From an optimization exercise on the open Yosys and OpenROAD flow, aimed at small area, a short achievable clock period and few clock cycles per item; shortcuts taken in it are not production practice. At most, simulation tests tie the RTL to the original design; equivalence was not proved.

Design congestion_window_controller, start of the top module:
module congestion_window_controller (
  input  wire logic                 clk,
  input  wire logic                 rst_n,
  input  wire logic                 in_tvalid,
  output logic                      in_tready,
  input  wire logic [63:0]          in_tdata,    
  output logic                      out_tvalid,
  input  wire logic                 out_tready,
  output logic      [15:0]          out_tdata,   
  output logic      [1:0]           out_tuser,   
  input  wire logic                 cfg_valid,
  output logic                      cfg_ready,
  input  wire logic [CFG_IDX_W-1:0] cfg_index,
  input  wire logic [REG_W-1:0]     cfg_data
);
Size: ~2,300 cells after synthesis, about 110 I/O pins.
==> flow/config.mk <==
export PLATFORM = sky130hd
export DESIGN_NAME = congestion_window_controller
export DESIGN_NICKNAME = congestion_window_controller
export VERILOG_FILES = /design/flow/design.v
export SDC_FILE = /design/flow/constraint.sdc
export NUM_CORES = 4
export LEC_CHECK = 0
export CAP_MARGIN = 20
export CORE_MARGIN = 2
export CORE_UTILIZATION = 40
export SETUP_SLACK_MARGIN = 3.0
export SLEW_MARGIN = 20
==> flow/constraint.sdc <==
create_clock -name core_clock -period 6.0 [get_ports {clk}]
set_input_delay 1.2000 -clock core_clock [delete_from_list [all_inputs] [get_ports {clk}]]
set_output_delay 1.2000 -clock core_clock [all_outputs]
set_load 0.01 [all_outputs]
run.sh (not shown) runs the stock make flow with config.mk's settings and CLKGATE_MAP_FILE= SYNTH_SCRIPT=/design/flow/synth_recipe.tcl, a recipe that flattens the netlist after the stock synthesis.
The first run completed without violations.
Testbench counts at the start, summed over its fixed seeds: cycles 75,373, items 9,378.
Then changed:
==> flow/flow/run.sh (new file) <==
#!/bin/bash
# The standard layout (the standard.sh, unchanged synthesis and steps), with the ports
# buffered by a plain buffer (sky130_fd_sc_hd__buf_2) instead of the delay cell buffer_ports
# picks by itself. Every tool's output goes to standard.log here; ORFS's own step logs are under
# orfs/logs/.
set -euo pipefail
export BUFFER_PORTS_ARGS="-buffer_cell sky130_fd_sc_hd__buf_2"
bash standard.sh > standard.log 2>&1
==> flow/standard.sh (new file) <==
#!/bin/bash
# synth_recipe.tcl (not shown) runs the flow's synth.tcl, then flattens the netlist and writes it again
# the make line also repeats each setting of config.mk as NAME=value (left out here)
make -C /OpenROAD-flow-scripts/flow DESIGN_CONFIG=/design/flow/config.mk WORK_HOME=/design/flow/orfs CLKGATE_MAP_FILE= SYNTH_SCRIPT=/design/flow/synth_recipe.tcl "${@:-finish}"
--- a/flow/config.mk
+++ b/flow/config.mk
@@ -10,3 +10,3 @@
 export CORE_UTILIZATION = 40
-export SETUP_SLACK_MARGIN = 3.0
+export SETUP_SLACK_MARGIN = 2.5
 export SLEW_MARGIN = 20
removed: flow/run.sh
=> Synthesized cell count stays the same. Die area does not change. Critical path depth shrinks by 2.
Then changed:
==> flow/run.sh (new file) <==
#!/bin/bash
# synth_recipe.tcl (not shown) runs the flow's synth.tcl, then flattens the netlist and writes it again
# the make line also repeats each setting of config.mk as NAME=value (left out here)
make -C /OpenROAD-flow-scripts/flow DESIGN_CONFIG=/design/flow/config.mk WORK_HOME=/design/flow/orfs CLKGATE_MAP_FILE= SYNTH_SCRIPT=/design/flow/synth_recipe.tcl finish
removed: flow/flow/run.sh
removed: flow/standard.sh
What happened: The new run completed without violations. Non-clock buffer count is higher by 17. Worst setup slack is better by 0.025 ns. Worst hold slack is about the same. Sequential share of layout area drops by 0.65 points.

* * *

## try-ember
congestion_window_controller, a different RTL version from the one above (not shown whole).
Size: ~2,300 cells after synthesis, roughly 0.018 mm² of cells after synthesis.
export LEC_CHECK = 0
export CAP_MARGIN = 20
export CORE_MARGIN = 2
export CORE_UTILIZATION = 40
export CTS_BUF_LIST = sky130_fd_sc_hd__clkbuf_4 sky130_fd_sc_hd__clkbuf_8
export CTS_CLUSTER_SIZE = 20
export SETUP_SLACK_MARGIN = 2.75
export SLEW_MARGIN = 20
create_clock -name core_clock -period 6.0 [get_ports {clk}]
standard.sh (not shown) runs the stock make flow with config.mk's settings and CLKGATE_MAP_FILE= SYNTH_SCRIPT=/design/flow/synth_recipe.tcl, a recipe that flattens the netlist after the stock synthesis.
==> flow/flow/run.sh <==
#!/bin/bash
# The standard layout (the standard.sh, unchanged synthesis and steps), with the ports
# buffered by a plain buffer (sky130_fd_sc_hd__buf_2) instead of the delay cell buffer_ports
# picks by itself. Every tool's output goes to standard.log here; ORFS's own step logs are under
# orfs/logs/.
set -euo pipefail
export BUFFER_PORTS_ARGS="-buffer_cell sky130_fd_sc_hd__buf_2"
bash standard.sh > standard.log 2>&1
try-ember | stages: all done | timing, DRC, antenna: all pass
Testbench counts of try-ember, summed over its fixed seeds: cycles 76,194, items 9,378.
What try-onyx does differently from try-ember at the input level:
- clearing CTS_CLUSTER_SIZE, which used to be 20
- clearing CTS_BUF_LIST, which used to be sky130_fd_sc_hd__clkbuf_4 sky130_fd_sc_hd__clkbuf_8
==> flow/flow/run.sh <==
#!/bin/bash
# The standard layout (the standard.sh, unchanged synthesis and steps), with the ports
# buffered by a plain buffer (sky130_fd_sc_hd__buf_1) instead of the delay cell buffer_ports
# picks by itself. Every tool's output goes to standard.log here; ORFS's own step logs are under
# orfs/logs/.
set -euo pipefail
export BUFFER_PORTS_ARGS="-buffer_cell sky130_fd_sc_hd__buf_1"
bash standard.sh > standard.log 2>&1
[summary]
- Compare try-ember and try-onyx | cell count lower: try-onyx
- Going from try-ember to try-onyx, initial cell density of the core has remained practically unchanged; met3 wirelength from detailed routing has decreased; number of logic stages on the critical path including buffering has increased; post-CTS setup repair buffer count has decreased.
- try-onyx against try-ember: number of DRC violations after detailed-routing iteration 0 rose by 275, worst slew margin relative to its limit went up by 1.5 points.
#### Input delta (try-pepper over try-onyx)
- SETUP_SLACK_MARGIN changed from 2.75 to 3.0
==> flow/flow/run.sh <==
#!/bin/bash
# The standard layout (the standard.sh, unchanged synthesis and steps), with the ports
# buffered by a plain buffer (sky130_fd_sc_hd__buf_2) instead of the delay cell buffer_ports
# picks by itself. Every tool's output goes to standard.log here; ORFS's own step logs are under
# orfs/logs/.
set -euo pipefail
export BUFFER_PORTS_ARGS="-buffer_cell sky130_fd_sc_hd__buf_2"
bash standard.sh > standard.log 2>&1
Results
Taking try-onyx as the reference, in try-pepper global-route usage has increased, post-layout worst setup margin has increased.
try-pepper reports a higher number of ordinary and repair buffers in the finished layout than try-onyx does.
Fmax | try-pepper vs try-onyx | try-pepper faster
Routed wire length up about 13% in try-pepper wrt try-onyx
When try-pepper is set beside try-onyx, its minimum period implied by the final worst setup slack turns out to be 0.14 ns smaller.
try-onyx -> try-pepper: iteration-0 DRC count of the detailed router increased by a few percent
Diff try-onyx -> try-pepper | buffer and inverter count on the worst path | decrease of 1
Final-layout setup total negative slack of try-pepper is on par with try-onyx.
try-onyx → try-pepper: post-synthesis share of cell area spent on and, or, nand and nor gates essentially unchanged; biggest fanout along the worst timing path decreased 3.
diff inputs: try-pepper => try-xenon
- changing SETUP_SLACK_MARGIN from 3.0 to 2.75
### Flow results
- try-pepper → try-xenon: first-iteration detailed-routing DRC count down 139, sequential standard cell area down about 0.9%, final cell count without fillers down 182.

* * *

Another version of the RTL of congestion_window_controller (not shown whole).
Size: ~2,100 cells after synthesis, ~160 flip-flops, ~110 I/O pins, ~0.016 sq mm of cells after synthesis.
export LEC_CHECK = 0
export CAP_MARGIN = 20
export CORE_MARGIN = 2
export CORE_UTILIZATION = 60
export GPL_TIMING_DRIVEN = 1
export SETUP_SLACK_MARGIN = 2.5
export SLEW_MARGIN = 20
create_clock -name core_clock -period 6.0 [get_ports {clk}]
run.sh (not shown) runs the stock make flow with config.mk's settings and CLKGATE_MAP_FILE= SYNTH_SCRIPT=/design/flow/synth_recipe.tcl, a recipe that flattens the netlist after the stock synthesis.
Stock flow here: none of the scripts above is used.
Change:
--- a/flow/config.mk
+++ b/flow/config.mk
@@ -10,2 +10 @@
-export CORE_UTILIZATION = 60
-export GPL_TIMING_DRIVEN = 1
+export CORE_UTILIZATION = 40
Result: Final area rose by 1.7%; worst hold slack gets worse by 0.0052 ns; setup slack gets better by 0.021 ns; wire length rose by 2.1%; maximum frequency rose by 0.53%; critical path depth fell by 2; clock-buffer cell count rose by 6; die area rose by 49%; sequential share of layout area fell by 0.33 points.
No run of this note included a check of the RTL's function; only the layout flow was run.

* * *

== rev 12 ==
congestion_window_controller, a different RTL version from the one above (not shown whole).
Size in the first run: ~190 flip-flops, roughly 110 I/O pins, about 18000 sq um of cells after synthesis.
Settings: LEC_CHECK=0, CAP_MARGIN=20, CORE_MARGIN=2, CORE_UTILIZATION=40, SETUP_SLACK_MARGIN=2.0, SLEW_MARGIN=20; clock period 6.0 ns.
## Diff of input files: rev 13 against rev 12
Settings: removing SETUP_SLACK_MARGIN (formerly 2.0).
Rev 13 vs. rev 12: antenna diode count saw a decrease, buffer count excluding the clock tree in the final layout dropped 22%. Summary: with rev 12 as the reference, cell area after layout in rev 13 moved down by a few percent. Comparing rev 12 and rev 13, total number of vias is higher on rev 12. In the metrics for rev 12 and rev 13, the one carrying the higher multi-input logic area is rev 12. Relative to rev 12, number of iterations in the first detailed-routing pass increased by 1 in rev 13. Rev 13 against rev 12: global-route usage fell by 0.91 points; number of nets at the end of the flow fell by about 2.1%; worst setup slack fell by 0.40 ns. Rev 13 vs rev 12, cell with the largest stage delay on the worst path: sky130_fd_sc_hd__a311o_1 vs sky130_fd_sc_hd__edfxtp_1.
No run of this note included a check of the RTL's function; only the layout flow was run.

* * *

Another version of the RTL of congestion_window_controller (not shown whole).
For scale: roughly 160 flip-flops, about 110 I/O pins, ~18000 sq um of cells after synthesis.
Settings: LEC_CHECK=0, CAP_MARGIN=20, CORE_MARGIN=2, CORE_UTILIZATION=40, SLEW_MARGIN=20; clock period 6.0 ns.
Edit:
- SETUP_SLACK_MARGIN: unset -> 2.5
Worst setup slack gains 1.2 ns.
Maximum frequency is higher by 29%.
Wire length is higher by about 12%.
Synthesized cell count stays the same.
Die area is unchanged.
Global-route usage is higher by 2.6 points.
Non-clock buffer count is higher by 187.
Cell area is higher by 19%.
Function was not checked in any run of this note: the RTL went through the layout flow alone.

[afterwards: timing with drivers on the ports]
How much do the figures lean on ideal ports? The routed layouts below were timed once more, with nothing changed but the port constraints. Step 1 (the two cells are an assumption about what drives the block):
set clk [get_ports {clk}]
set_driving_cell -lib_cell sky130_fd_sc_hd__clkbuf_16 $clk
set_driving_cell -lib_cell sky130_fd_sc_hd__buf_2 [delete_from_list [all_inputs] $clk]
Step 2 also shifts input and output timing later by t, the mid clock arrival at the registers, as if the neighbouring blocks saw the same clock. Slacks: ideal ports / drivers / drivers and shift; pairs: ideal ports / drivers.
| run | t, ns | setup slack, ns | hold slack, ns | worst setup path after step 2 | latest minus earliest clock arrival (ns) |
|---|---|---|---|---|---|
| the first run of note 1 | 0.601 | 2.345 / 2.345 / 2.345 | 0.454 / 0.454 / 0.454 | register to register | 0.027 / 0.026 |
| the second run of note 1 | 0.603 | 2.435 / 2.435 / 2.201 | 0.458 / 0.458 / 0.458 | input to register | 0.023 / 0.023 |
| the third run of note 1 | 0.603 | 2.460 / 2.460 / 2.128 | 0.457 / 0.457 / 0.457 | input to register | 0.023 / 0.023 |
| try-ember | 0.659 | 2.677 / 2.677 / 2.330 | 0.466 / 0.466 / 0.466 | input to register | 0.038 / 0.037 |
| try-onyx | 0.622 | 2.657 / 2.657 / 2.282 | 0.464 / 0.464 / 0.464 | input to register | 0.038 / 0.038 |
| try-pepper | 0.633 | 2.799 / 2.799 / 2.382 | 0.465 / 0.465 / 0.465 | input to register | 0.023 / 0.023 |
| try-xenon | 0.615 | 2.735 / 2.735 / 2.355 | 0.468 / 0.468 / 0.468 | input to register | 0.014 / 0.014 |
| the first run of note 3 | 0.491 | 1.966 / 1.973 / 1.492 | 0.456 / 0.456 / 0.456 | input to register | 0.013 / 0.013 |
| the second run of note 3 | 0.496 | 1.987 / 1.988 / 1.512 | 0.451 / 0.451 / 0.451 | input to register | 0.011 / 0.012 |
| rev 12 | 0.550 | 0.707 / 0.707 / 0.625 | 0.454 / 0.454 / 0.454 | input to register | 0.023 / 0.022 |
| rev 13 | 0.551 | 0.309 / 0.309 / -0.161 | 0.455 / 0.455 / 0.455 | input to register | 0.026 / 0.025 |
| the first run of note 5 | 0.510 | 0.920 / 0.920 / 0.920 | 0.455 / 0.455 / 0.455 | register to register | 0.016 / 0.015 |
| the second run of note 5 | 0.516 | 2.074 / 2.074 / 2.054 | 0.465 / 0.465 / 0.465 | input to register | 0.013 / 0.014 |
With both steps, setup timing fails in rev 13, where it was met with ideal ports. The setup slack of the second run of note 3, which loses most, moves by +0.001 ns with the drivers and by -0.475 ns with both steps.
